Context: an optimization exercise on an open-source flow, tuned for small area and a short achievable clock period. The choices shown serve that exercise and are no tape-out recipe. Function not checked in this run: the RTL went through the layout flow alone. The clock cells of this run come from the design's own scripts or RTL, not from TritonCTS. The clock input has no modelled driver; a real chip could not lean on it and would need a root buffer or a full tree.

--- flow/config.mk ---
export PLATFORM = sky130hd
export DESIGN_NAME = wallace_mult_top
export DESIGN_NICKNAME = wallace_mult_top
export VERILOG_FILES = /design/flow/design.v
export SDC_FILE = /design/flow/constraint.sdc
export NUM_CORES = 4
export LEC_CHECK = 0
export CAP_MARGIN = 20
export CORE_MARGIN = 2
export CORE_UTILIZATION = 40
export SLEW_MARGIN = 20
export SYNTH_HIERARCHICAL = 1
export SYNTH_MINIMUM_KEEP_SIZE = 0
--- flow/constraint.sdc ---
create_clock -name core_clock -period 11.0 [get_ports {clk}]
set_input_delay 2.2000 -clock core_clock [delete_from_list [all_inputs] [get_ports {clk}]]
set_output_delay 2.2000 -clock core_clock [all_outputs]
set_load 0.01 [all_outputs]
--- flow/design.v ---
module wallace_mult_top (
    input  logic        clk,
    input  logic        arst_n,
    input  logic        in_valid,
    input  logic [15:0] a,
    input  logic [15:0] b,
    output logic        out_valid,
    output logic [31:0] product,
    output logic        busy
);
    logic [2:0] vld_q;
    logic       busy_q;
    always_ff @(posedge clk or negedge arst_n) begin
        if (!arst_n) begin
            vld_q  <= '0;
            busy_q <= 1'b0;
        end else begin
            vld_q  <= {vld_q[1:0], in_valid};
            busy_q <= in_valid | (|vld_q[1:0]);
        end
    end
    assign out_valid = vld_q[2];
    assign busy      = busy_q;
    logic [15:0] a_q;
    logic        b15_q;
    logic [7:0]  one_q, two_q, neg_q;
    logic [31:0] opa_n, opb_n, prod_d;
    logic pp1;
    logic pp2;
    logic pp3;
    logic pp4;
    logic pp5;
    logic pp6;
    logic pp7;
    logic pp8;
    logic pp9;
    logic pp10;
    logic pp11;
    logic pp12;
    logic pp13;
    logic pp14;
    logic pp15;
    logic pp16;
    logic pp17;
    logic ng18;
    logic sg19;
    logic pp20;
    logic pp21;
    logic pp22;
    logic pp23;
    logic pp24;
    logic pp25;
    logic pp26;
    logic pp27;
    logic pp28;
    logic pp29;
    logic pp30;
    logic pp31;
    logic pp32;
    logic pp33;
    logic pp34;
    logic pp35;
    logic pp36;
    logic ng37;
    logic sg38;
    logic pp39;
    logic pp40;
    logic pp41;
    logic pp42;
    logic pp43;
    logic pp44;
    logic pp45;
    logic pp46;
    logic pp47;
    logic pp48;
    logic pp49;
    logic pp50;
    logic pp51;
    logic pp52;
    logic pp53;
    logic pp54;
    logic pp55;
    logic ng56;
    logic sg57;
    logic pp58;
    logic pp59;
    logic pp60;
    logic pp61;
    logic pp62;
    logic pp63;
    logic pp64;
    logic pp65;
    logic pp66;
    logic pp67;
    logic pp68;
    logic pp69;
    logic pp70;
    logic pp71;
    logic pp72;
    logic pp73;
    logic pp74;
    logic ng75;
    logic sg76;
    logic pp77;
    logic pp78;
    logic pp79;
    logic pp80;
    logic pp81;
    logic pp82;
    logic pp83;
    logic pp84;
    logic pp85;
    logic pp86;
    logic pp87;
    logic pp88;
    logic pp89;
    logic pp90;
    logic pp91;
    logic pp92;
    logic pp93;
    logic ng94;
    logic sg95;
    logic pp96;
    logic pp97;
    logic pp98;
    logic pp99;
    logic pp100;
    logic pp101;
    logic pp102;
    logic pp103;
    logic pp104;
    logic pp105;
    logic pp106;
    logic pp107;
    logic pp108;
    logic pp109;
    logic pp110;
    logic pp111;
    logic pp112;
    logic ng113;
    logic sg114;
    logic pp115;
    logic pp116;
    logic pp117;
    logic pp118;
    logic pp119;
    logic pp120;
    logic pp121;
    logic pp122;
    logic pp123;
    logic pp124;
    logic pp125;
    logic pp126;
    logic pp127;
    logic pp128;
    logic pp129;
    logic pp130;
    logic pp131;
    logic ng132;
    logic sg133;
    logic pp134;
    logic pp135;
    logic pp136;
    logic pp137;
    logic pp138;
    logic pp139;
    logic pp140;
    logic pp141;
    logic pp142;
    logic pp143;
    logic pp144;
    logic pp145;
    logic pp146;
    logic pp147;
    logic pp148;
    logic pp149;
    logic pp150;
    logic ng151;
    logic sg152;
    logic pp153;
    logic pp154;
    logic pp155;
    logic pp156;
    logic pp157;
    logic pp158;
    logic pp159;
    logic pp160;
    logic pp161;
    logic pp162;
    logic pp163;
    logic pp164;
    logic pp165;
    logic pp166;
    logic pp167;
    logic pp168;
    logic s169;
    logic c170;
    logic s171;
    logic c172;
    logic s173;
    logic c174;
    logic s175;
    logic c176;
    logic s177;
    logic c178;
    logic s179;
    logic c180;
    logic s181;
    logic c182;
    logic s183;
    logic c184;
    logic s185;
    logic c186;
    logic s187;
    logic c188;
    logic s189;
    logic c190;
    logic s191;
    logic c192;
    logic s193;
    logic c194;
    logic s195;
    logic c196;
    logic s197;
    logic c198;
    logic s199;
    logic c200;
    logic s201;
    logic c202;
    logic s203;
    logic c204;
    logic s205;
    logic c206;
    logic s207;
    logic c208;
    logic s209;
    logic c210;
    logic s211;
    logic c212;
    logic s213;
    logic c214;
    logic s215;
    logic c216;
    logic s217;
    logic c218;
    logic s219;
    logic c220;
    logic s221;
    logic c222;
    logic s223;
    logic c224;
    logic s225;
    logic c226;
    logic s227;
    logic c228;
    logic s229;
    logic c230;
    logic s231;
    logic c232;
    logic s233;
    logic c234;
    logic s235;
    logic c236;
    logic s237;
    logic c238;
    logic s239;
    logic c240;
    logic s241;
    logic c242;
    logic s243;
    logic c244;
    logic s245;
    logic c246;
    logic s247;
    logic c248;
    logic s249;
    logic c250;
    logic s251;
    logic c252;
    logic s253;
    logic c254;
    logic s255;
    logic c256;
    logic s257;
    logic c258;
    logic s259;
    logic c260;
    logic s261;
    logic c262;
    logic s263;
    logic c264;
    logic s265;
    logic c266;
    logic s267;
    logic c268;
    logic s269;
    logic c270;
    logic s271;
    logic c272;
    logic s273;
    logic c274;
    logic s275;
    logic c276;
    logic s277;
    logic c278;
    logic s279;
    logic c280;
    logic s281;
    logic c282;
    logic s283;
    logic c284;
    logic s285;
    logic c286;
    logic s287;
    logic c288;
    logic s289;
    logic c290;
    logic s291;
    logic c292;
    logic s293;
    logic c294;
    logic s295;
    logic c296;
    logic s297;
    logic c298;
    logic s299;
    logic c300;
    logic s301;
    logic c302;
    logic s303;
    logic c304;
    logic s305;
    logic c306;
    logic s307;
    logic c308;
    logic s309;
    logic c310;
    logic s311;
    logic c312;
    logic s313;
    logic c314;
    logic s315;
    logic c316;
    logic s317;
    logic c318;
    logic s319;
    logic c320;
    logic s321;
    logic c322;
    logic s323;
    logic c324;
    logic s325;
    logic c326;
    logic s327;
    logic c328;
    logic s329;
    logic c330;
    logic s331;
    logic c332;
    logic s333;
    logic c334;
    logic s335;
    logic c336;
    logic s337;
    logic c338;
    logic s339;
    logic c340;
    logic s341;
    logic c342;
    logic s343;
    logic c344;
    logic s345;
    logic c346;
    logic s347;
    logic c348;
    logic s349;
    logic c350;
    logic s351;
    logic c352;
    logic s353;
    logic c354;
    logic s355;
    logic c356;
    logic s357;
    logic c358;
    logic s359;
    logic c360;
    logic s361;
    logic c362;
    logic s363;
    logic c364;
    logic s365;
    logic c366;
    logic s367;
    logic c368;
    logic s369;
    logic c370;
    logic s371;
    logic c372;
    logic s373;
    logic c374;
    logic s375;
    logic c376;
    logic s377;
    logic c378;
    logic s379;
    logic c380;
    logic s381;
    logic c382;
    logic s383;
    logic c384;
    logic s385;
    logic c386;
    logic s387;
    logic c388;
    logic s389;
    logic c390;
    logic s391;
    logic c392;
    logic s393;
    logic c394;
    logic s395;
    logic c396;
    logic s397;
    logic c398;
    logic s399;
    logic c400;
    logic s401;
    logic c402;
    logic s403;
    logic c404;
    logic s405;
    logic c406;
    logic s407;
    logic c408;
    logic s409;
    logic c410;
    logic s411;
    logic c412;
    logic s413;
    logic c414;
    logic s415;
    logic c416;
    logic s417;
    logic c418;
    logic s419;
    logic c420;
    logic s421;
    logic c422;
    logic s423;
    logic c424;
    logic s425;
    logic c426;
    logic s427;
    logic c428;
    logic s429;
    logic c430;
    logic s431;
    logic c432;
    logic s433;
    logic c434;
    logic s435;
    logic c436;
    logic s437;
    logic c438;
    logic s439;
    logic c440;
    logic s441;
    logic c442;
    logic s443;
    logic c444;
    logic s445;
    logic c446;
    logic r0_c0_0;
    logic r0_c1_0;
    logic r0_c2_0;
    logic r0_c3_0;
    logic r0_c3_1;
    logic r0_c4_0;
    logic r0_c5_0;
    logic r0_c5_1;
    logic r0_c5_2;
    logic r0_c6_0;
    logic r0_c6_1;
    logic r0_c7_0;
    logic r0_c7_1;
    logic r0_c8_0;
    logic r0_c8_1;
    logic r0_c9_0;
    logic r0_c9_1;
    logic r0_c10_0;
    logic r0_c10_1;
    logic r0_c11_0;
    logic r0_c11_1;
    logic r0_c12_0;
    logic r0_c12_1;
    logic r0_c13_0;
    logic r0_c13_1;
    logic r0_c13_2;
    logic r0_c14_0;
    logic r0_c14_1;
    logic r0_c14_2;
    logic r0_c14_3;
    logic r0_c15_0;
    logic r0_c15_1;
    logic r0_c15_2;
    logic r0_c16_0;
    logic r0_c16_1;
    logic r0_c16_2;
    logic r0_c17_0;
    logic r0_c17_1;
    logic r0_c17_2;
    logic r0_c17_3;
    logic r0_c18_0;
    logic r0_c18_1;
    logic r0_c18_2;
    logic r0_c19_0;
    logic r0_c19_1;
    logic r0_c19_2;
    logic r0_c20_0;
    logic r0_c20_1;
    logic r0_c20_2;
    logic r0_c20_3;
    logic r0_c21_0;
    logic r0_c21_1;
    logic r0_c22_0;
    logic r0_c22_1;
    logic r0_c22_2;
    logic r0_c23_0;
    logic r0_c23_1;
    logic r0_c23_2;
    logic r0_c24_0;
    logic r0_c24_1;
    logic r0_c25_0;
    logic r0_c25_1;
    logic r0_c25_2;
    logic r0_c26_0;
    logic r0_c26_1;
    logic r0_c27_0;
    logic r0_c28_0;
    logic r0_c28_1;
    logic r0_c28_2;
    logic r0_c29_0;
    logic r0_c30_0;
    logic r0_c30_1;
    logic r0_c30_2;
    logic r0_c31_0;
    assign pp1 = ~(((a_q[0] & one_q[0]) | (1'b0 & two_q[0])) ^ neg_q[0]);
    assign pp2 = ~(((a_q[1] & one_q[0]) | (a_q[0] & two_q[0])) ^ neg_q[0]);
    assign pp3 = ~(((a_q[2] & one_q[0]) | (a_q[1] & two_q[0])) ^ neg_q[0]);
    assign pp4 = ~(((a_q[3] & one_q[0]) | (a_q[2] & two_q[0])) ^ neg_q[0]);
    assign pp5 = ~(((a_q[4] & one_q[0]) | (a_q[3] & two_q[0])) ^ neg_q[0]);
    assign pp6 = ~(((a_q[5] & one_q[0]) | (a_q[4] & two_q[0])) ^ neg_q[0]);
    assign pp7 = ~(((a_q[6] & one_q[0]) | (a_q[5] & two_q[0])) ^ neg_q[0]);
    assign pp8 = ~(((a_q[7] & one_q[0]) | (a_q[6] & two_q[0])) ^ neg_q[0]);
    assign pp9 = ~(((a_q[8] & one_q[0]) | (a_q[7] & two_q[0])) ^ neg_q[0]);
    assign pp10 = ~(((a_q[9] & one_q[0]) | (a_q[8] & two_q[0])) ^ neg_q[0]);
    assign pp11 = ~(((a_q[10] & one_q[0]) | (a_q[9] & two_q[0])) ^ neg_q[0]);
    assign pp12 = ~(((a_q[11] & one_q[0]) | (a_q[10] & two_q[0])) ^ neg_q[0]);
    assign pp13 = ~(((a_q[12] & one_q[0]) | (a_q[11] & two_q[0])) ^ neg_q[0]);
    assign pp14 = ~(((a_q[13] & one_q[0]) | (a_q[12] & two_q[0])) ^ neg_q[0]);
    assign pp15 = ~(((a_q[14] & one_q[0]) | (a_q[13] & two_q[0])) ^ neg_q[0]);
    assign pp16 = ~(((a_q[15] & one_q[0]) | (a_q[14] & two_q[0])) ^ neg_q[0]);
    assign pp17 = ~(((1'b0 & one_q[0]) | (a_q[15] & two_q[0])) ^ neg_q[0]);
    assign ng18 = ~neg_q[0];
    assign sg19 = neg_q[0];
    assign pp20 = ~(((a_q[0] & one_q[1]) | (1'b0 & two_q[1])) ^ neg_q[1]);
    assign pp21 = ~(((a_q[1] & one_q[1]) | (a_q[0] & two_q[1])) ^ neg_q[1]);
    assign pp22 = ~(((a_q[2] & one_q[1]) | (a_q[1] & two_q[1])) ^ neg_q[1]);
    assign pp23 = ~(((a_q[3] & one_q[1]) | (a_q[2] & two_q[1])) ^ neg_q[1]);
    assign pp24 = ~(((a_q[4] & one_q[1]) | (a_q[3] & two_q[1])) ^ neg_q[1]);
    assign pp25 = ~(((a_q[5] & one_q[1]) | (a_q[4] & two_q[1])) ^ neg_q[1]);
    assign pp26 = ~(((a_q[6] & one_q[1]) | (a_q[5] & two_q[1])) ^ neg_q[1]);
    assign pp27 = ~(((a_q[7] & one_q[1]) | (a_q[6] & two_q[1])) ^ neg_q[1]);
    assign pp28 = ~(((a_q[8] & one_q[1]) | (a_q[7] & two_q[1])) ^ neg_q[1]);
    assign pp29 = ~(((a_q[9] & one_q[1]) | (a_q[8] & two_q[1])) ^ neg_q[1]);
    assign pp30 = ~(((a_q[10] & one_q[1]) | (a_q[9] & two_q[1])) ^ neg_q[1]);
    assign pp31 = ~(((a_q[11] & one_q[1]) | (a_q[10] & two_q[1])) ^ neg_q[1]);
    assign pp32 = ~(((a_q[12] & one_q[1]) | (a_q[11] & two_q[1])) ^ neg_q[1]);
    assign pp33 = ~(((a_q[13] & one_q[1]) | (a_q[12] & two_q[1])) ^ neg_q[1]);
    assign pp34 = ~(((a_q[14] & one_q[1]) | (a_q[13] & two_q[1])) ^ neg_q[1]);
    assign pp35 = ~(((a_q[15] & one_q[1]) | (a_q[14] & two_q[1])) ^ neg_q[1]);
    assign pp36 = ~(((1'b0 & one_q[1]) | (a_q[15] & two_q[1])) ^ neg_q[1]);
    assign ng37 = ~neg_q[1];
    assign sg38 = neg_q[1];
    assign pp39 = ~(((a_q[0] & one_q[2]) | (1'b0 & two_q[2])) ^ neg_q[2]);
    assign pp40 = ~(((a_q[1] & one_q[2]) | (a_q[0] & two_q[2])) ^ neg_q[2]);
    assign pp41 = ~(((a_q[2] & one_q[2]) | (a_q[1] & two_q[2])) ^ neg_q[2]);
    assign pp42 = ~(((a_q[3] & one_q[2]) | (a_q[2] & two_q[2])) ^ neg_q[2]);
    assign pp43 = ~(((a_q[4] & one_q[2]) | (a_q[3] & two_q[2])) ^ neg_q[2]);
    assign pp44 = ~(((a_q[5] & one_q[2]) | (a_q[4] & two_q[2])) ^ neg_q[2]);
    assign pp45 = ~(((a_q[6] & one_q[2]) | (a_q[5] & two_q[2])) ^ neg_q[2]);
    assign pp46 = ~(((a_q[7] & one_q[2]) | (a_q[6] & two_q[2])) ^ neg_q[2]);
    assign pp47 = ~(((a_q[8] & one_q[2]) | (a_q[7] & two_q[2])) ^ neg_q[2]);
    assign pp48 = ~(((a_q[9] & one_q[2]) | (a_q[8] & two_q[2])) ^ neg_q[2]);
    assign pp49 = ~(((a_q[10] & one_q[2]) | (a_q[9] & two_q[2])) ^ neg_q[2]);
    assign pp50 = ~(((a_q[11] & one_q[2]) | (a_q[10] & two_q[2])) ^ neg_q[2]);
    assign pp51 = ~(((a_q[12] & one_q[2]) | (a_q[11] & two_q[2])) ^ neg_q[2]);
    assign pp52 = ~(((a_q[13] & one_q[2]) | (a_q[12] & two_q[2])) ^ neg_q[2]);
    assign pp53 = ~(((a_q[14] & one_q[2]) | (a_q[13] & two_q[2])) ^ neg_q[2]);
    assign pp54 = ~(((a_q[15] & one_q[2]) | (a_q[14] & two_q[2])) ^ neg_q[2]);
    assign pp55 = ~(((1'b0 & one_q[2]) | (a_q[15] & two_q[2])) ^ neg_q[2]);
    assign ng56 = ~neg_q[2];
    assign sg57 = neg_q[2];
    assign pp58 = ~(((a_q[0] & one_q[3]) | (1'b0 & two_q[3])) ^ neg_q[3]);
    assign pp59 = ~(((a_q[1] & one_q[3]) | (a_q[0] & two_q[3])) ^ neg_q[3]);
    assign pp60 = ~(((a_q[2] & one_q[3]) | (a_q[1] & two_q[3])) ^ neg_q[3]);
    assign pp61 = ~(((a_q[3] & one_q[3]) | (a_q[2] & two_q[3])) ^ neg_q[3]);
    assign pp62 = ~(((a_q[4] & one_q[3]) | (a_q[3] & two_q[3])) ^ neg_q[3]);
    assign pp63 = ~(((a_q[5] & one_q[3]) | (a_q[4] & two_q[3])) ^ neg_q[3]);
    assign pp64 = ~(((a_q[6] & one_q[3]) | (a_q[5] & two_q[3])) ^ neg_q[3]);
    assign pp65 = ~(((a_q[7] & one_q[3]) | (a_q[6] & two_q[3])) ^ neg_q[3]);
    assign pp66 = ~(((a_q[8] & one_q[3]) | (a_q[7] & two_q[3])) ^ neg_q[3]);
    assign pp67 = ~(((a_q[9] & one_q[3]) | (a_q[8] & two_q[3])) ^ neg_q[3]);
    assign pp68 = ~(((a_q[10] & one_q[3]) | (a_q[9] & two_q[3])) ^ neg_q[3]);
    assign pp69 = ~(((a_q[11] & one_q[3]) | (a_q[10] & two_q[3])) ^ neg_q[3]);
    assign pp70 = ~(((a_q[12] & one_q[3]) | (a_q[11] & two_q[3])) ^ neg_q[3]);
    assign pp71 = ~(((a_q[13] & one_q[3]) | (a_q[12] & two_q[3])) ^ neg_q[3]);
    assign pp72 = ~(((a_q[14] & one_q[3]) | (a_q[13] & two_q[3])) ^ neg_q[3]);
    assign pp73 = ~(((a_q[15] & one_q[3]) | (a_q[14] & two_q[3])) ^ neg_q[3]);
    assign pp74 = ~(((1'b0 & one_q[3]) | (a_q[15] & two_q[3])) ^ neg_q[3]);
    assign ng75 = ~neg_q[3];
    assign sg76 = neg_q[3];
    assign pp77 = ~(((a_q[0] & one_q[4]) | (1'b0 & two_q[4])) ^ neg_q[4]);
    assign pp78 = ~(((a_q[1] & one_q[4]) | (a_q[0] & two_q[4])) ^ neg_q[4]);
    assign pp79 = ~(((a_q[2] & one_q[4]) | (a_q[1] & two_q[4])) ^ neg_q[4]);
    assign pp80 = ~(((a_q[3] & one_q[4]) | (a_q[2] & two_q[4])) ^ neg_q[4]);
    assign pp81 = ~(((a_q[4] & one_q[4]) | (a_q[3] & two_q[4])) ^ neg_q[4]);
    assign pp82 = ~(((a_q[5] & one_q[4]) | (a_q[4] & two_q[4])) ^ neg_q[4]);
    assign pp83 = ~(((a_q[6] & one_q[4]) | (a_q[5] & two_q[4])) ^ neg_q[4]);
    assign pp84 = ~(((a_q[7] & one_q[4]) | (a_q[6] & two_q[4])) ^ neg_q[4]);
    assign pp85 = ~(((a_q[8] & one_q[4]) | (a_q[7] & two_q[4])) ^ neg_q[4]);
    assign pp86 = ~(((a_q[9] & one_q[4]) | (a_q[8] & two_q[4])) ^ neg_q[4]);
    assign pp87 = ~(((a_q[10] & one_q[4]) | (a_q[9] & two_q[4])) ^ neg_q[4]);
    assign pp88 = ~(((a_q[11] & one_q[4]) | (a_q[10] & two_q[4])) ^ neg_q[4]);
    assign pp89 = ~(((a_q[12] & one_q[4]) | (a_q[11] & two_q[4])) ^ neg_q[4]);
    assign pp90 = ~(((a_q[13] & one_q[4]) | (a_q[12] & two_q[4])) ^ neg_q[4]);
    assign pp91 = ~(((a_q[14] & one_q[4]) | (a_q[13] & two_q[4])) ^ neg_q[4]);
    assign pp92 = ~(((a_q[15] & one_q[4]) | (a_q[14] & two_q[4])) ^ neg_q[4]);
    assign pp93 = ~(((1'b0 & one_q[4]) | (a_q[15] & two_q[4])) ^ neg_q[4]);
    assign ng94 = ~neg_q[4];
    assign sg95 = neg_q[4];
    assign pp96 = ~(((a_q[0] & one_q[5]) | (1'b0 & two_q[5])) ^ neg_q[5]);
    assign pp97 = ~(((a_q[1] & one_q[5]) | (a_q[0] & two_q[5])) ^ neg_q[5]);
    assign pp98 = ~(((a_q[2] & one_q[5]) | (a_q[1] & two_q[5])) ^ neg_q[5]);
    assign pp99 = ~(((a_q[3] & one_q[5]) | (a_q[2] & two_q[5])) ^ neg_q[5]);
    assign pp100 = ~(((a_q[4] & one_q[5]) | (a_q[3] & two_q[5])) ^ neg_q[5]);
    assign pp101 = ~(((a_q[5] & one_q[5]) | (a_q[4] & two_q[5])) ^ neg_q[5]);
    assign pp102 = ~(((a_q[6] & one_q[5]) | (a_q[5] & two_q[5])) ^ neg_q[5]);
    assign pp103 = ~(((a_q[7] & one_q[5]) | (a_q[6] & two_q[5])) ^ neg_q[5]);
    assign pp104 = ~(((a_q[8] & one_q[5]) | (a_q[7] & two_q[5])) ^ neg_q[5]);
    assign pp105 = ~(((a_q[9] & one_q[5]) | (a_q[8] & two_q[5])) ^ neg_q[5]);
    assign pp106 = ~(((a_q[10] & one_q[5]) | (a_q[9] & two_q[5])) ^ neg_q[5]);
    assign pp107 = ~(((a_q[11] & one_q[5]) | (a_q[10] & two_q[5])) ^ neg_q[5]);
    assign pp108 = ~(((a_q[12] & one_q[5]) | (a_q[11] & two_q[5])) ^ neg_q[5]);
    assign pp109 = ~(((a_q[13] & one_q[5]) | (a_q[12] & two_q[5])) ^ neg_q[5]);
    assign pp110 = ~(((a_q[14] & one_q[5]) | (a_q[13] & two_q[5])) ^ neg_q[5]);
    assign pp111 = ~(((a_q[15] & one_q[5]) | (a_q[14] & two_q[5])) ^ neg_q[5]);
    assign pp112 = ~(((1'b0 & one_q[5]) | (a_q[15] & two_q[5])) ^ neg_q[5]);
    assign ng113 = ~neg_q[5];
    assign sg114 = neg_q[5];
    assign pp115 = ~(((a_q[0] & one_q[6]) | (1'b0 & two_q[6])) ^ neg_q[6]);
    assign pp116 = ~(((a_q[1] & one_q[6]) | (a_q[0] & two_q[6])) ^ neg_q[6]);
    assign pp117 = ~(((a_q[2] & one_q[6]) | (a_q[1] & two_q[6])) ^ neg_q[6]);
    assign pp118 = ~(((a_q[3] & one_q[6]) | (a_q[2] & two_q[6])) ^ neg_q[6]);
    assign pp119 = ~(((a_q[4] & one_q[6]) | (a_q[3] & two_q[6])) ^ neg_q[6]);
    assign pp120 = ~(((a_q[5] & one_q[6]) | (a_q[4] & two_q[6])) ^ neg_q[6]);
    assign pp121 = ~(((a_q[6] & one_q[6]) | (a_q[5] & two_q[6])) ^ neg_q[6]);
    assign pp122 = ~(((a_q[7] & one_q[6]) | (a_q[6] & two_q[6])) ^ neg_q[6]);
    assign pp123 = ~(((a_q[8] & one_q[6]) | (a_q[7] & two_q[6])) ^ neg_q[6]);
    assign pp124 = ~(((a_q[9] & one_q[6]) | (a_q[8] & two_q[6])) ^ neg_q[6]);
    assign pp125 = ~(((a_q[10] & one_q[6]) | (a_q[9] & two_q[6])) ^ neg_q[6]);
    assign pp126 = ~(((a_q[11] & one_q[6]) | (a_q[10] & two_q[6])) ^ neg_q[6]);
    assign pp127 = ~(((a_q[12] & one_q[6]) | (a_q[11] & two_q[6])) ^ neg_q[6]);
    assign pp128 = ~(((a_q[13] & one_q[6]) | (a_q[12] & two_q[6])) ^ neg_q[6]);
    assign pp129 = ~(((a_q[14] & one_q[6]) | (a_q[13] & two_q[6])) ^ neg_q[6]);
    assign pp130 = ~(((a_q[15] & one_q[6]) | (a_q[14] & two_q[6])) ^ neg_q[6]);
    assign pp131 = ~(((1'b0 & one_q[6]) | (a_q[15] & two_q[6])) ^ neg_q[6]);
    assign ng132 = ~neg_q[6];
    assign sg133 = neg_q[6];
    assign pp134 = ~(((a_q[0] & one_q[7]) | (1'b0 & two_q[7])) ^ neg_q[7]);
    assign pp135 = ~(((a_q[1] & one_q[7]) | (a_q[0] & two_q[7])) ^ neg_q[7]);
    assign pp136 = ~(((a_q[2] & one_q[7]) | (a_q[1] & two_q[7])) ^ neg_q[7]);
    assign pp137 = ~(((a_q[3] & one_q[7]) | (a_q[2] & two_q[7])) ^ neg_q[7]);
    assign pp138 = ~(((a_q[4] & one_q[7]) | (a_q[3] & two_q[7])) ^ neg_q[7]);
    assign pp139 = ~(((a_q[5] & one_q[7]) | (a_q[4] & two_q[7])) ^ neg_q[7]);
    assign pp140 = ~(((a_q[6] & one_q[7]) | (a_q[5] & two_q[7])) ^ neg_q[7]);
    assign pp141 = ~(((a_q[7] & one_q[7]) | (a_q[6] & two_q[7])) ^ neg_q[7]);
    assign pp142 = ~(((a_q[8] & one_q[7]) | (a_q[7] & two_q[7])) ^ neg_q[7]);
    assign pp143 = ~(((a_q[9] & one_q[7]) | (a_q[8] & two_q[7])) ^ neg_q[7]);
    assign pp144 = ~(((a_q[10] & one_q[7]) | (a_q[9] & two_q[7])) ^ neg_q[7]);
    assign pp145 = ~(((a_q[11] & one_q[7]) | (a_q[10] & two_q[7])) ^ neg_q[7]);
    assign pp146 = ~(((a_q[12] & one_q[7]) | (a_q[11] & two_q[7])) ^ neg_q[7]);
    assign pp147 = ~(((a_q[13] & one_q[7]) | (a_q[12] & two_q[7])) ^ neg_q[7]);
    assign pp148 = ~(((a_q[14] & one_q[7]) | (a_q[13] & two_q[7])) ^ neg_q[7]);
    assign pp149 = ~(((a_q[15] & one_q[7]) | (a_q[14] & two_q[7])) ^ neg_q[7]);
    assign pp150 = ~(((1'b0 & one_q[7]) | (a_q[15] & two_q[7])) ^ neg_q[7]);
    assign ng151 = ~neg_q[7];
    assign sg152 = neg_q[7];
    assign pp153 = ~(a_q[0] & b15_q);
    assign pp154 = ~(a_q[1] & b15_q);
    assign pp155 = ~(a_q[2] & b15_q);
    assign pp156 = ~(a_q[3] & b15_q);
    assign pp157 = ~(a_q[4] & b15_q);
    assign pp158 = ~(a_q[5] & b15_q);
    assign pp159 = ~(a_q[6] & b15_q);
    assign pp160 = ~(a_q[7] & b15_q);
    assign pp161 = ~(a_q[8] & b15_q);
    assign pp162 = ~(a_q[9] & b15_q);
    assign pp163 = ~(a_q[10] & b15_q);
    assign pp164 = ~(a_q[11] & b15_q);
    assign pp165 = ~(a_q[12] & b15_q);
    assign pp166 = ~(a_q[13] & b15_q);
    assign pp167 = ~(a_q[14] & b15_q);
    assign pp168 = ~(a_q[15] & b15_q);
    mfa u_ha0 (.x(ng18), .y(pp1), .z(1'b1), .s(s169), .c(c170));
    mfa u_ha1 (.x(pp2), .y(c170), .z(1'b1), .s(s171), .c(c172));
    mfa u_fa0 (.x(ng37), .y(pp20), .z(pp3), .s(s173), .c(c174));
    mfa u_ha2 (.x(s173), .y(c172), .z(1'b1), .s(s175), .c(c176));
    mfa u_fa1 (.x(pp21), .y(pp4), .z(c174), .s(s177), .c(c178));
    mfa u_fa2 (.x(ng56), .y(pp22), .z(pp39), .s(s179), .c(c180));
    mfa u_fa3 (.x(pp5), .y(s179), .z(c178), .s(s181), .c(c182));
    mfa u_fa4 (.x(pp23), .y(pp40), .z(pp6), .s(s183), .c(c184));
    mfa u_fa5 (.x(ng75), .y(pp24), .z(pp41), .s(s185), .c(c186));
    mfa u_fa6 (.x(pp58), .y(pp7), .z(c184), .s(s187), .c(c188));
    mfa u_fa7 (.x(pp25), .y(pp42), .z(pp59), .s(s189), .c(c190));
    mfa u_fa8 (.x(pp8), .y(c186), .z(s189), .s(s191), .c(c192));
    mfa u_fa9 (.x(ng94), .y(pp26), .z(pp43), .s(s193), .c(c194));
    mfa u_fa10 (.x(pp60), .y(pp77), .z(pp9), .s(s195), .c(c196));
    mfa u_fa11 (.x(c190), .y(s193), .z(s195), .s(s197), .c(c198));
    mfa u_fa12 (.x(pp10), .y(pp27), .z(pp44), .s(s199), .c(c200));
    mfa u_fa13 (.x(pp61), .y(pp78), .z(c194), .s(s201), .c(c202));
    mfa u_fa14 (.x(c196), .y(s199), .z(c198), .s(s203), .c(c204));
    mfa u_fa15 (.x(ng113), .y(pp11), .z(pp28), .s(s205), .c(c206));
    mfa u_fa16 (.x(pp45), .y(pp62), .z(pp79), .s(s207), .c(c208));
    mfa u_fa17 (.x(pp96), .y(c200), .z(s205), .s(s209), .c(c210));
    mfa u_fa18 (.x(s207), .y(c202), .z(s209), .s(s211), .c(c212));
    mfa u_fa19 (.x(pp12), .y(pp29), .z(pp46), .s(s213), .c(c214));
    mfa u_fa20 (.x(pp63), .y(pp80), .z(pp97), .s(s215), .c(c216));
    mfa u_fa21 (.x(c206), .y(c208), .z(s213), .s(s217), .c(c218));
    mfa u_fa22 (.x(s215), .y(c210), .z(s217), .s(s219), .c(c220));
    mfa u_fa23 (.x(ng132), .y(pp115), .z(pp13), .s(s221), .c(c222));
    mfa u_fa24 (.x(pp30), .y(pp47), .z(pp64), .s(s223), .c(c224));
    mfa u_fa25 (.x(pp81), .y(pp98), .z(c214), .s(s225), .c(c226));
    mfa u_fa26 (.x(c216), .y(s221), .z(s223), .s(s227), .c(c228));
    mfa u_fa27 (.x(c218), .y(s225), .z(s227), .s(s229), .c(c230));
    mfa u_fa28 (.x(pp116), .y(pp14), .z(pp31), .s(s231), .c(c232));
    mfa u_fa29 (.x(pp48), .y(pp65), .z(pp82), .s(s233), .c(c234));
    mfa u_fa30 (.x(pp99), .y(c222), .z(c224), .s(s235), .c(c236));
    mfa u_fa31 (.x(s231), .y(s233), .z(c226), .s(s237), .c(c238));
    mfa u_ha3 (.x(c228), .y(s235), .z(1'b1), .s(s239), .c(c240));
    mfa u_fa32 (.x(ng151), .y(pp100), .z(pp117), .s(s241), .c(c242));
    mfa u_fa33 (.x(pp134), .y(pp15), .z(pp32), .s(s243), .c(c244));
    mfa u_fa34 (.x(pp49), .y(pp66), .z(pp83), .s(s245), .c(c246));
    mfa u_fa35 (.x(c232), .y(c234), .z(s241), .s(s247), .c(c248));
    mfa u_fa36 (.x(s243), .y(s245), .z(c236), .s(s249), .c(c250));
    mfa u_fa37 (.x(pp101), .y(pp118), .z(pp135), .s(s251), .c(c252));
    mfa u_fa38 (.x(pp16), .y(pp33), .z(pp50), .s(s253), .c(c254));
    mfa u_fa39 (.x(pp67), .y(pp84), .z(c242), .s(s255), .c(c256));
    mfa u_fa40 (.x(c244), .y(c246), .z(s251), .s(s257), .c(c258));
    mfa u_fa41 (.x(s253), .y(c248), .z(s255), .s(s259), .c(c260));
    mfa u_fa42 (.x(pp153), .y(pp102), .z(pp119), .s(s261), .c(c262));
    mfa u_fa43 (.x(pp136), .y(pp17), .z(pp34), .s(s263), .c(c264));
    mfa u_fa44 (.x(pp51), .y(pp68), .z(pp85), .s(s265), .c(c266));
    mfa u_fa45 (.x(c252), .y(c254), .z(s261), .s(s267), .c(c268));
    mfa u_fa46 (.x(s263), .y(s265), .z(c256), .s(s269), .c(c270));
    mfa u_ha4 (.x(c258), .y(s267), .z(1'b1), .s(s271), .c(c272));
    mha u_hc0 (.x(sg19), .y(pp154), .s(s273), .c(c274));
    mfa u_fa47 (.x(pp103), .y(pp120), .z(pp137), .s(s275), .c(c276));
    mfa u_fa48 (.x(pp35), .y(pp52), .z(pp69), .s(s277), .c(c278));
    mfa u_fa49 (.x(pp86), .y(s273), .z(c262), .s(s279), .c(c280));
    mfa u_fa50 (.x(c264), .y(c266), .z(s275), .s(s281), .c(c282));
    mfa u_fa51 (.x(s277), .y(c268), .z(s279), .s(s283), .c(c284));
    mha u_hc1 (.x(pp155), .y(pp104), .s(s285), .c(c286));
    mfa u_fa52 (.x(pp121), .y(pp138), .z(pp36), .s(s287), .c(c288));
    mfa u_fa53 (.x(pp53), .y(pp70), .z(pp87), .s(s289), .c(c290));
    mfa u_fa54 (.x(c274), .y(s285), .z(c276), .s(s291), .c(c292));
    mfa u_fa55 (.x(c278), .y(s287), .z(s289), .s(s293), .c(c294));
    mfa u_fa56 (.x(c280), .y(c282), .z(s291), .s(s295), .c(c296));
    mfa u_fa57 (.x(sg38), .y(pp156), .z(pp105), .s(s297), .c(c298));
    mfa u_fa58 (.x(pp122), .y(pp139), .z(pp54), .s(s299), .c(c300));
    mfa u_fa59 (.x(pp71), .y(pp88), .z(c286), .s(s301), .c(c302));
    mfa u_fa60 (.x(c288), .y(c290), .z(s297), .s(s303), .c(c304));
    mfa u_fa61 (.x(s299), .y(s301), .z(c292), .s(s305), .c(c306));
    mfa u_ha5 (.x(c294), .y(s303), .z(1'b1), .s(s307), .c(c308));
    mha u_hc2 (.x(pp157), .y(pp106), .s(s309), .c(c310));
    mfa u_fa62 (.x(pp123), .y(pp140), .z(pp55), .s(s311), .c(c312));
    mfa u_fa63 (.x(pp72), .y(pp89), .z(s309), .s(s313), .c(c314));
    mfa u_fa64 (.x(c298), .y(c300), .z(s311), .s(s315), .c(c316));
    mfa u_fa65 (.x(c302), .y(s313), .z(c304), .s(s317), .c(c318));
    mfa u_fa66 (.x(sg57), .y(pp158), .z(pp107), .s(s319), .c(c320));
    mfa u_fa67 (.x(pp124), .y(pp141), .z(pp73), .s(s321), .c(c322));
    mfa u_fa68 (.x(pp90), .y(c310), .z(c312), .s(s323), .c(c324));
    mfa u_fa69 (.x(s319), .y(s321), .z(c314), .s(s325), .c(c326));
    mfa u_fa70 (.x(c316), .y(s323), .z(s325), .s(s327), .c(c328));
    mha u_hc3 (.x(pp159), .y(pp108), .s(s329), .c(c330));
    mfa u_fa71 (.x(pp125), .y(pp142), .z(pp74), .s(s331), .c(c332));
    mfa u_fa72 (.x(pp91), .y(s329), .z(c320), .s(s333), .c(c334));
    mfa u_fa73 (.x(c322), .y(s331), .z(c324), .s(s335), .c(c336));
    mfa u_ha6 (.x(s333), .y(c326), .z(1'b1), .s(s337), .c(c338));
    mfa u_fa74 (.x(sg76), .y(pp160), .z(pp109), .s(s339), .c(c340));
    mfa u_fa75 (.x(pp126), .y(pp143), .z(pp92), .s(s341), .c(c342));
    mfa u_fa76 (.x(c330), .y(c332), .z(s339), .s(s343), .c(c344));
    mfa u_fa77 (.x(s341), .y(c334), .z(s343), .s(s345), .c(c346));
    mha u_hc4 (.x(pp161), .y(pp110), .s(s347), .c(c348));
    mfa u_fa78 (.x(pp127), .y(pp144), .z(pp93), .s(s349), .c(c350));
    mfa u_fa79 (.x(s347), .y(c340), .z(c342), .s(s351), .c(c352));
    mfa u_fa80 (.x(s349), .y(c344), .z(s351), .s(s353), .c(c354));
    mfa u_fa81 (.x(sg95), .y(pp162), .z(pp111), .s(s355), .c(c356));
    mfa u_fa82 (.x(pp128), .y(pp145), .z(c348), .s(s357), .c(c358));
    mfa u_fa83 (.x(c350), .y(s355), .z(s357), .s(s359), .c(c360));
    mha u_hc5 (.x(pp163), .y(pp112), .s(s361), .c(c362));
    mfa u_fa84 (.x(pp129), .y(pp146), .z(s361), .s(s363), .c(c364));
    mfa u_fa85 (.x(c356), .y(c358), .z(s363), .s(s365), .c(c366));
    mfa u_fa86 (.x(sg114), .y(pp164), .z(pp130), .s(s367), .c(c368));
    mfa u_fa87 (.x(pp147), .y(c362), .z(s367), .s(s369), .c(c370));
    mfa u_fa88 (.x(c364), .y(s369), .z(c366), .s(s371), .c(c372));
    mha u_hc6 (.x(pp165), .y(pp131), .s(s373), .c(c374));
    mfa u_fa89 (.x(pp148), .y(s373), .z(c368), .s(s375), .c(c376));
    mfa u_fa90 (.x(sg133), .y(pp166), .z(pp149), .s(s377), .c(c378));
    mfa u_fa91 (.x(c374), .y(s377), .z(c376), .s(s379), .c(c380));
    mha u_hc7 (.x(pp167), .y(pp150), .s(s381), .c(c382));
    mfa u_fa92 (.x(sg152), .y(pp168), .z(c382), .s(s383), .c(c384));
    mfa u_fa93 (.x(r0_c5_0), .y(r0_c5_1), .z(r0_c5_2), .s(s385), .c(c386));
    mfa u_fa94 (.x(r0_c6_0), .y(r0_c6_1), .z(c386), .s(s387), .c(c388));
    mfa u_ha7 (.x(r0_c7_0), .y(r0_c7_1), .z(1'b1), .s(s389), .c(c390));
    mfa u_fa95 (.x(r0_c8_0), .y(r0_c8_1), .z(c390), .s(s391), .c(c392));
    mfa u_ha8 (.x(r0_c9_0), .y(r0_c9_1), .z(1'b1), .s(s393), .c(c394));
    mfa u_fa96 (.x(r0_c10_0), .y(r0_c10_1), .z(c394), .s(s395), .c(c396));
    mfa u_ha9 (.x(r0_c11_0), .y(r0_c11_1), .z(1'b1), .s(s397), .c(c398));
    mfa u_fa97 (.x(r0_c12_0), .y(r0_c12_1), .z(c398), .s(s399), .c(c400));
    mfa u_fa98 (.x(r0_c13_0), .y(r0_c13_1), .z(r0_c13_2), .s(s401), .c(c402));
    mfa u_fa99 (.x(r0_c14_0), .y(r0_c14_1), .z(r0_c14_2), .s(s403), .c(c404));
    mfa u_fa100 (.x(r0_c14_3), .y(c402), .z(s403), .s(s405), .c(c406));
    mfa u_fa101 (.x(r0_c15_0), .y(r0_c15_1), .z(r0_c15_2), .s(s407), .c(c408));
    mfa u_ha10 (.x(c404), .y(s407), .z(1'b1), .s(s409), .c(c410));
    mfa u_fa102 (.x(r0_c16_0), .y(r0_c16_1), .z(r0_c16_2), .s(s411), .c(c412));
    mfa u_ha11 (.x(c408), .y(s411), .z(1'b1), .s(s413), .c(c414));
    mfa u_fa103 (.x(r0_c17_0), .y(r0_c17_1), .z(r0_c17_2), .s(s415), .c(c416));
    mfa u_fa104 (.x(r0_c17_3), .y(c412), .z(s415), .s(s417), .c(c418));
    mfa u_fa105 (.x(r0_c18_0), .y(r0_c18_1), .z(r0_c18_2), .s(s419), .c(c420));
    mfa u_ha12 (.x(c416), .y(s419), .z(1'b1), .s(s421), .c(c422));
    mfa u_fa106 (.x(r0_c19_0), .y(r0_c19_1), .z(r0_c19_2), .s(s423), .c(c424));
    mfa u_ha13 (.x(c420), .y(s423), .z(1'b1), .s(s425), .c(c426));
    mfa u_fa107 (.x(r0_c20_0), .y(r0_c20_1), .z(r0_c20_2), .s(s427), .c(c428));
    mfa u_fa108 (.x(r0_c20_3), .y(c424), .z(s427), .s(s429), .c(c430));
    mfa u_fa109 (.x(r0_c21_0), .y(r0_c21_1), .z(c428), .s(s431), .c(c432));
    mfa u_fa110 (.x(r0_c22_0), .y(r0_c22_1), .z(r0_c22_2), .s(s433), .c(c434));
    mfa u_fa111 (.x(r0_c23_0), .y(r0_c23_1), .z(r0_c23_2), .s(s435), .c(c436));
    mfa u_fa112 (.x(r0_c24_0), .y(r0_c24_1), .z(c436), .s(s437), .c(c438));
    mfa u_fa113 (.x(r0_c25_0), .y(r0_c25_1), .z(r0_c25_2), .s(s439), .c(c440));
    mfa u_fa114 (.x(r0_c26_0), .y(r0_c26_1), .z(c440), .s(s441), .c(c442));
    mfa u_fa115 (.x(r0_c28_0), .y(r0_c28_1), .z(r0_c28_2), .s(s443), .c(c444));
    mfa u_fa116 (.x(r0_c30_0), .y(r0_c30_1), .z(r0_c30_2), .s(s445), .c(c446));
    assign opa_n = {r0_c31_0, s445, r0_c29_0, s443, r0_c27_0, s441, c438, s437, c434, c432, c430, c426, c422, c418, c414, c410, c406, s405, c400, s399, c396, s395, c392, s391, c388, s387, s385, r0_c4_0, r0_c3_0, r0_c2_0, r0_c1_0, r0_c0_0};
    assign opb_n = {c446, 1'b1, c444, 1'b1, c442, 1'b1, s439, 1'b1, s435, s433, s431, s429, s425, s421, s417, s413, s409, 1'b1, s401, 1'b1, s397, 1'b1, s393, 1'b1, s389, 1'b1, 1'b1, 1'b1, r0_c3_1, 1'b1, 1'b1, 1'b1};
    assign prod_d = ~(opa_n + opb_n + 32'd1);
    always_ff @(posedge clk) begin
        a_q <= a;
        one_q[0] <= b[0] ^ 1'b0;
        two_q[0] <= (b[1] & ~b[0] & ~1'b0) | (~b[1] & b[0] & 1'b0);
        neg_q[0] <= b[1] & ~(b[0] & 1'b0);
        one_q[1] <= b[2] ^ b[1];
        two_q[1] <= (b[3] & ~b[2] & ~b[1]) | (~b[3] & b[2] & b[1]);
        neg_q[1] <= b[3] & ~(b[2] & b[1]);
        one_q[2] <= b[4] ^ b[3];
        two_q[2] <= (b[5] & ~b[4] & ~b[3]) | (~b[5] & b[4] & b[3]);
        neg_q[2] <= b[5] & ~(b[4] & b[3]);
        one_q[3] <= b[6] ^ b[5];
        two_q[3] <= (b[7] & ~b[6] & ~b[5]) | (~b[7] & b[6] & b[5]);
        neg_q[3] <= b[7] & ~(b[6] & b[5]);
        one_q[4] <= b[8] ^ b[7];
        two_q[4] <= (b[9] & ~b[8] & ~b[7]) | (~b[9] & b[8] & b[7]);
        neg_q[4] <= b[9] & ~(b[8] & b[7]);
        one_q[5] <= b[10] ^ b[9];
        two_q[5] <= (b[11] & ~b[10] & ~b[9]) | (~b[11] & b[10] & b[9]);
        neg_q[5] <= b[11] & ~(b[10] & b[9]);
        one_q[6] <= b[12] ^ b[11];
        two_q[6] <= (b[13] & ~b[12] & ~b[11]) | (~b[13] & b[12] & b[11]);
        neg_q[6] <= b[13] & ~(b[12] & b[11]);
        one_q[7] <= b[14] ^ b[13];
        two_q[7] <= (b[15] & ~b[14] & ~b[13]) | (~b[15] & b[14] & b[13]);
        neg_q[7] <= b[15] & ~(b[14] & b[13]);
        b15_q <= b[15];
        r0_c0_0 <= s169;
        r0_c1_0 <= s171;
        r0_c2_0 <= s175;
        r0_c3_0 <= s177;
        r0_c3_1 <= c176;
        r0_c4_0 <= s181;
        r0_c5_0 <= c180;
        r0_c5_1 <= s183;
        r0_c5_2 <= c182;
        r0_c6_0 <= s185;
        r0_c6_1 <= s187;
        r0_c7_0 <= c188;
        r0_c7_1 <= s191;
        r0_c8_0 <= c192;
        r0_c8_1 <= s197;
        r0_c9_0 <= s201;
        r0_c9_1 <= s203;
        r0_c10_0 <= c204;
        r0_c10_1 <= s211;
        r0_c11_0 <= c212;
        r0_c11_1 <= s219;
        r0_c12_0 <= c220;
        r0_c12_1 <= s229;
        r0_c13_0 <= s237;
        r0_c13_1 <= s239;
        r0_c13_2 <= c230;
        r0_c14_0 <= s247;
        r0_c14_1 <= c238;
        r0_c14_2 <= c240;
        r0_c14_3 <= s249;
        r0_c15_0 <= s257;
        r0_c15_1 <= c250;
        r0_c15_2 <= s259;
        r0_c16_0 <= c260;
        r0_c16_1 <= s269;
        r0_c16_2 <= s271;
        r0_c17_0 <= s281;
        r0_c17_1 <= c270;
        r0_c17_2 <= s283;
        r0_c17_3 <= c272;
        r0_c18_0 <= s293;
        r0_c18_1 <= c284;
        r0_c18_2 <= s295;
        r0_c19_0 <= c296;
        r0_c19_1 <= s305;
        r0_c19_2 <= s307;
        r0_c20_0 <= s315;
        r0_c20_1 <= c306;
        r0_c20_2 <= s317;
        r0_c20_3 <= c308;
        r0_c21_0 <= c318;
        r0_c21_1 <= s327;
        r0_c22_0 <= s335;
        r0_c22_1 <= c328;
        r0_c22_2 <= s337;
        r0_c23_0 <= c336;
        r0_c23_1 <= s345;
        r0_c23_2 <= c338;
        r0_c24_0 <= s353;
        r0_c24_1 <= c346;
        r0_c25_0 <= c352;
        r0_c25_1 <= s359;
        r0_c25_2 <= c354;
        r0_c26_0 <= c360;
        r0_c26_1 <= s365;
        r0_c27_0 <= s371;
        r0_c28_0 <= c370;
        r0_c28_1 <= s375;
        r0_c28_2 <= c372;
        r0_c29_0 <= s379;
        r0_c30_0 <= s381;
        r0_c30_1 <= c378;
        r0_c30_2 <= c380;
        r0_c31_0 <= s383;
        product <= prod_d;
    end
endmodule
module mfa (input logic x, input logic y, input logic z, output logic s, output logic c);
    assign s = x ^ y ^ z;
    assign c = (x & y) | (x & z) | (y & z);
endmodule
module mha (input logic x, input logic y, output logic s, output logic c);
    assign s = x ^ y;
    assign c = x & y;
endmodule
--- flow/flow/run.sh ---
#!/bin/bash
# The standard ORFS layout (standard.sh, with its synthesis unchanged) with these changes:
#  - every port still gets its own buffer, but flow/place_pre.tcl (PRE_GLOBAL_PLACE_TCL)
#    picks buf_1 for the inputs (each drives one flip-flop) and buf_2 for the outputs,
#    instead of the default delay buffer (clkdlybuf4s50_1);
#  - the tie cell is not copied once per load (SKIP_REPAIR_TIE_FANOUT);
#  - the clock tree is built by flow/cts_pre.tcl (PRE_CTS_TCL) instead of TritonCTS: the
#    clock port drives 4 clkinv_8 cells, each driving 2 clkinv_8 leaf cells placed at the
#    centres of k-means clusters of the flip-flops, so every flip-flop's clock passes the
#    same two inverters;
#  - repair_timing aims for 8.1 ns of extra setup slack (SETUP_SLACK_MARGIN).
# make's output goes to standard_flow.log; each ORFS step keeps its own log in orfs/logs.
set -euo pipefail
export BUFFER_PORTS_ARGS="-buffer_cell sky130_fd_sc_hd__buf_2"
export SETUP_SLACK_MARGIN=8.1
export SKIP_REPAIR_TIE_FANOUT=1
export PRE_CTS_TCL="$(pwd)/flow/cts_pre.tcl"
export PRE_GLOBAL_PLACE_TCL="$(pwd)/flow/place_pre.tcl"
export CLK_NLEAF=8
export CLK_NL1=4
export CLK_LEAF_CELL=sky130_fd_sc_hd__clkinv_8
export CLK_L1_CELL=sky130_fd_sc_hd__clkinv_8
bash standard.sh > standard_flow.log 2>&1
--- flow/flow/cts_pre.tcl ---
proc env_or { name dflt } {
  if { [info exists ::env($name)] && $::env($name) ne "" } { return $::env($name) }
  return $dflt
}
set nleaf [env_or CLK_NLEAF 8]
set nl1 [env_or CLK_NL1 2]
set leafcell [env_or CLK_LEAF_CELL sky130_fd_sc_hd__clkbuf_16]
set l1cell [env_or CLK_L1_CELL sky130_fd_sc_hd__clkbuf_16]

# Balanced k-means: pts is a list of {x y}; returns {assignment centres}
proc kmeans { pts k {slack 1} } {
  set n [llength $pts]
  set cx 0; set cy 0
  foreach p $pts { set cx [expr {$cx + [lindex $p 0]}]; set cy [expr {$cy + [lindex $p 1]}] }
  set cx [expr {$cx / $n}]; set cy [expr {$cy / $n}]
  set order {}
  for {set i 0} {$i < $n} {incr i} {
    set p [lindex $pts $i]
    lappend order [list $i [expr {atan2([lindex $p 1]-$cy, [lindex $p 0]-$cx)}]]
  }
  set order [lsort -real -index 1 $order]
  set cent {}
  for {set c 0} {$c < $k} {incr c} {
    set sx 0; set sy 0; set m 0
    for {set j [expr {$c * $n / $k}]} {$j < ($c + 1) * $n / $k} {incr j} {
      set p [lindex $pts [lindex [lindex $order $j] 0]]
      set sx [expr {$sx + [lindex $p 0]}]; set sy [expr {$sy + [lindex $p 1]}]; incr m
    }
    if {$m == 0} { lappend cent [list $cx $cy] } else { lappend cent [list [expr {$sx / $m}] [expr {$sy / $m}]] }
  }
  set cap [expr {int(ceil(double($n) / $k)) + $slack}]
  for {set iter 0} {$iter < 40} {incr iter} {
    set cnt [lrepeat $k 0]
    set assign [lrepeat $n -1]
    set cand {}
    for {set i 0} {$i < $n} {incr i} {
      set p [lindex $pts $i]
      set best 1e18
      for {set c 0} {$c < $k} {incr c} {
        set d [expr {abs([lindex $p 0]-[lindex $cent $c 0]) + abs([lindex $p 1]-[lindex $cent $c 1])}]
        if {$d < $best} { set best $d }
      }
      lappend cand [list $i $best]
    }
    foreach ib [lsort -real -decreasing -index 1 $cand] {
      set i [lindex $ib 0]; set p [lindex $pts $i]
      set bk -1; set best 1e18
      for {set c 0} {$c < $k} {incr c} {
        if {[lindex $cnt $c] >= $cap} continue
        set d [expr {abs([lindex $p 0]-[lindex $cent $c 0]) + abs([lindex $p 1]-[lindex $cent $c 1])}]
        if {$d < $best} { set best $d; set bk $c }
      }
      lset assign $i $bk
      lset cnt $bk [expr {[lindex $cnt $bk] + 1}]
    }
    set newc {}
    for {set c 0} {$c < $k} {incr c} {
      set sx 0; set sy 0; set m 0
      for {set i 0} {$i < $n} {incr i} {
        if {[lindex $assign $i] == $c} {
          set sx [expr {$sx + [lindex $pts $i 0]}]; set sy [expr {$sy + [lindex $pts $i 1]}]; incr m
        }
      }
      if {$m > 0} { lappend newc [list [expr {$sx / $m}] [expr {$sy / $m}]] } else { lappend newc [lindex $cent $c] }
    }
    set cent $newc
  }
  return [list $assign $cent]
}

proc add_buffer { block master name in_net x y } {
  set inst [odb::dbInst_create $block $master $name]
  set net [odb::dbNet_create $block "${name}_net"]
  $net setSigType CLOCK
  [$inst findITerm A] connect $in_net
  set out [$inst findITerm X]
  if { $out eq "NULL" } { set out [$inst findITerm Y] }
  $out connect $net
  $inst setLocation [expr {int($x)}] [expr {int($y)}]
  $inst setPlacementStatus PLACED
  return $net
}

set block [ord::get_db_block]
set db [ord::get_db]
set clk_net [$block findNet clk]
set sinks {}
foreach it [$clk_net getITerms] {
  if { [$it isInputSignal] } { lappend sinks $it }
}
set pts {}
foreach it $sinks {
  set bb [[$it getInst] getBBox]
  lappend pts [list [expr {([$bb xMin] + [$bb xMax]) / 2.0}] [expr {([$bb yMin] + [$bb yMax]) / 2.0}]]
}
puts "manual clock tree: [llength $sinks] sinks, $nleaf leaf buffers, $nl1 first-level buffers"
lassign [kmeans $pts $nleaf] leaf_of leaf_cent
if { $nl1 > 0 } {
  lassign [kmeans $leaf_cent $nl1 0] l1_of l1_cent
  for {set g 0} {$g < $nl1} {incr g} {
    set l1net($g) [add_buffer $block [$db findMaster $l1cell] "clkbuf_l1_$g" $clk_net {*}[lindex $l1_cent $g]]
  }
}
for {set c 0} {$c < $nleaf} {incr c} {
  set src $clk_net
  if { $nl1 > 0 } { set src $l1net([lindex $l1_of $c]) }
  set leafnet($c) [add_buffer $block [$db findMaster $leafcell] "clkbuf_leaf_$c" $src {*}[lindex $leaf_cent $c]]
}
for {set i 0} {$i < [llength $sinks]} {incr i} {
  set it [lindex $sinks $i]
  $it disconnect
  $it connect $leafnet([lindex $leaf_of $i])
}
# TritonCTS is not run: the buffers above are the whole tree.
proc clock_tree_synthesis { args } {
  puts "clock_tree_synthesis skipped: clock buffers were placed by cts_pre.tcl"
  set_propagated_clock [all_clocks]
}
# cts.tcl clones clock inverters next to their loads after this hook; the inverter pairs
# above are already placed by their loads, so that step is skipped as well.
proc repair_clock_inverters { args } {
  puts "repair_clock_inverters skipped: clock tree built by cts_pre.tcl"
}
--- flow/flow/place_pre.tcl ---
# Port buffers: a small buf_1 on each input (it drives one flip-flop) and buf_2 on each
# output (it drives the 0.01 pF output load). Every port still gets its own buffer.
rename buffer_ports orfs_buffer_ports
proc buffer_ports { args } {
  orfs_buffer_ports -inputs -buffer_cell sky130_fd_sc_hd__buf_1
  orfs_buffer_ports -outputs -buffer_cell sky130_fd_sc_hd__buf_2
}
--- flow/standard.sh ---
#!/bin/bash
# synth_recipe.tcl (not shown) runs the flow's synth.tcl, then flattens the netlist and writes it again
# the make line also repeats each setting of config.mk as NAME=value (left out here)
make -C /OpenROAD-flow-scripts/flow DESIGN_CONFIG=/design/flow/config.mk WORK_HOME=/design/flow/orfs CLKGATE_MAP_FILE= SYNTH_SCRIPT=/design/flow/synth_recipe.tcl "${@:-finish}"
==> flow_summary_export.csv <==
group,metric,value,unit
die,die-area,0.0259,mm2
route,met1Wirelength,10700,um
finish,multi_input_area,0.00673,mm2
sta,setup_slack,8.07,ns
route,drtPass1Iterations,5,
route,drt_iter0_markers,628,
route,drc,0,
placed_design,io_buffer_count,68,
sta,setup_tns,0,ns
yosys,yosys.area.top_type,"dfxtp_1",
critical_path,cp-start-kind,"flop",
die,core,0.0242,mm2
sta,grt_setup_unrepaired,"true",
global_routing,overflow,0,
finish,antennaDiodeCount,0,
global_routing,antenna_found_initial,0,
yosys,yosysMostFrequentCell,"xnor2_1",
finish,nets,1082,
yosys,ys_ff_latch,151,
route,highest_layer,"met4",
route,drt_wl_total,23200,um
critical_path,cp_slowest_cell,"fa_1",
critical_path,criticalPathCategory,"reg -> reg",
yosys,yosysUniqueCellTypes,57,
yosys,postSynthAreaPerCell,11.3,um2
yosys,seq_area_frac_synth,30.9,%
die,die_height,161,um
finish,seqCellArea,0.00308,mm2
die,num_rows,57,
placed_design,dp.cells,1184,
sta,final_max_slew_viol_count,0,
sta,fmax,0.341,GHz
yosys,synth_top_area_share,29.9,%
finish,area_growth,10.3,%
sta,finClkSkew,0.0131,ns
sta,setup-violations-final,0,
critical_path,reg2reg_from,"r0_c15_1",
yosys,synth_edf_count,0,
finish,drive_gt1_share,16.8,%
critical_path,path_cells,"fa_1 > fa_1 > ha_2 > a31oi_4 > a32o_2 > a31oi_4 > a311o_1 > xnor2_2",
placed_design,place_congestion,0.861,
yosys,async_flop_share,2.65,%
yosys,postSynthCellCount,870,
global_routing,grt_first_pass_wirelength,36700,um
route,vias,6430,
route,vias_per_cell,5.34,
critical_path,path_max_fanout,7,
critical_path,slowest_delay,0.51,ns
global_routing,grt_max_degree,21,
die,io_pins,69,
placed_design,hpwl,16200,um
yosys,syn_nets,1069,
clock_tree,clkTransAtPathRegs,0.07,ns
yosys,yosys_warnings,7,
global_routing,grt_pass1_vias,6552,
run,cap_viol_max_count,0,
die,initial_core_util,40.6,%
die,dieWidth,161,um
yosys,syn_area,0.00985,mm2
sta,worst_pin_slew,0.716,ns
clock_tree,clk_latency,0.15,ns
sta,layout_min_cycle_time,2.93,ns
critical_path,cp-end-kind,"flop",
route,detail_route.wl_per_cell,19.2,um
route,wl_met3,1800,um
yosys,synth-main-ff-cell,"dfxtp_1",
finish,nFillCells,2318,
route,wl_met2,10100,um
finish,stdcell_count,1205,
route,antenna_left,0,
yosys,synth_top_cells_by_area,"dfxtp_1 30%, fa_1 27%, xnor2_1 13%",
min_path,min_from,"r0_c1_0",
finish,final_core_util,44.8,%
yosys,synth_commonest_cells,"150 x xnor2_1, 147 x dfxtp_1, 131 x fa_1",
critical_path,required,11.06,ns
sta,fin_crit_sh,26.7,%
sta,slew-limit-headroom,52.2,%
critical_path,crit_start,"r0_c15_1",
outcome,outcome,"no timing/DRC/antenna violations",
min_path,min_path_type,"reg -> reg",
sta,hold_violations,0,
placed_design,dp_slack,7.91,ns
global_routing,grt_usage,17.5,%
critical_path,worstPathArrival,3.00,ns
[flip-flops by register name (all words and copies together) (netlist names), 3 cells and up]
| signal | cells |
|---|---|
| product | 32 |
| a_q | 16 |
| neg_q | 8 |
| one_q | 8 |
| two_q | 8 |
| vld_q | 3 |
[layout make-up]
class                   instances  area share (%)
inverters                      30            2.42
well taps                     324            3.73
flip-flops and latches        151            28.4
repair buffers                 77            3.51
multi-input cells             623            62.0
[modules after synthesis, one instance, submodules excluded]
module / flops+latches / cells / copies in the design / area [um2]
wallace_mult_top: 151 / 731 / 1 / 7130
mfa: 0 / 1 / 131 / 20.0
mha: 0 / 1 / 8 / 12.5
[placed cells by master, fill, tap and decap left out, drive strengths merged, types with 14 or more instances in the layout]
master | synthesis | layout
a22oi | 120 | 120
buf | 14 | 77
dfxtp | 147 | 147
fa | 131 | 131
ha | 33 | 33
inv | 18 | 18
nand2 | 43 | 43
o21ai | 16 | 16
xnor2 | 150 | 150
xor2 | 14 | 14
[logic make-up after synthesis]
kind of cell | share of synthesized area (%)
other | 0.0381
DFF | 30.9
and+or+nand+nor | 5.90
adders and majority gates | 30.8
AOI/OAI and AO/OA | 14.1
buffers and inverters | 3.66
xor gates and xnor gates | 14.6
[critical path: cells and delay by family, from the launching register on]
family / cells / cell delay [ns]
adder cells (fa/ha/maj): 3 / 1.45
XOR/XNOR: 1 / 0.13
flip-flops: 1 / 0.33
AO/OA/AOI/OAI: 4 / 0.96
[what timing repair did]
action | in CTS | in global routing
resized for setup | 44 | 41
cloned | 0 | 0
pin swaps | 9 | 22
endpoints found under the setup margin | 26 | 36
hold buffers | 0 | 0
setup buffers | 5 | 4
[metal layers]
layer	GRT usage, %	vias to the layer above
met1	26.1	3137
met3	3.07	41
met4	4.02	0
li1	-	2963
met2	26.7	289
met5	0	-
[worst paths after layout]
| path | endpoint | slack, ns | cells after the start |
|---|---|---|---|
| worst max-delay path | product[23] | 8.07 | 8 |
| worst max register to register | product[23] | 8.07 | 8 |
| worst min register to register | product[1] | 0.35 | 1 |
| min in group asynchronous | busy_q | 1.87 | 1 |
| worst min-delay path | product[1] | 0.35 | 1 |
| max in group asynchronous | vld_q[0] | 8.95 | 1 |
[per-stage QoR]
step | hold WS (ns) | cell area (um2)
2_1_floorplan | 0.338 | 9870
3_3_place_gp | 0.343 | 10300
3_5_place_dp | 0.343 | 10300
4_1_cts | 0.356 | 10700
5_1_grt | 0.380 | 10900
6_report | 0.355 | 10900

==> port drivers added, routing unchanged <==
In the flow no input, the clock included, has a driving cell. The finished layout below was timed again as built, in two steps.
Step 1 (the two cells are an assumption about what drives the block):
set clk [get_ports {clk}]
set_driving_cell -lib_cell sky130_fd_sc_hd__clkbuf_16 $clk
set_driving_cell -lib_cell sky130_fd_sc_hd__buf_2 [delete_from_list [all_inputs] $clk]
Step 2 also shifts input and output timing later by t, the mid clock arrival at the registers, as if the neighbouring blocks saw the same clock.
Three values: ideal ports, drivers, drivers and shift; two values: the first two.
shift t [ns]: 0.294
slack for setup (ns): 8.067 / 8.022 / 8.067
worst data-port slew with drivers (ns): 0.03
pins driven straight from the clock port: 4
After both steps setup and hold are still met in this run. For this run, drivers alone change the setup slack by -0.045 ns; drivers and shift together by 0.000 ns.
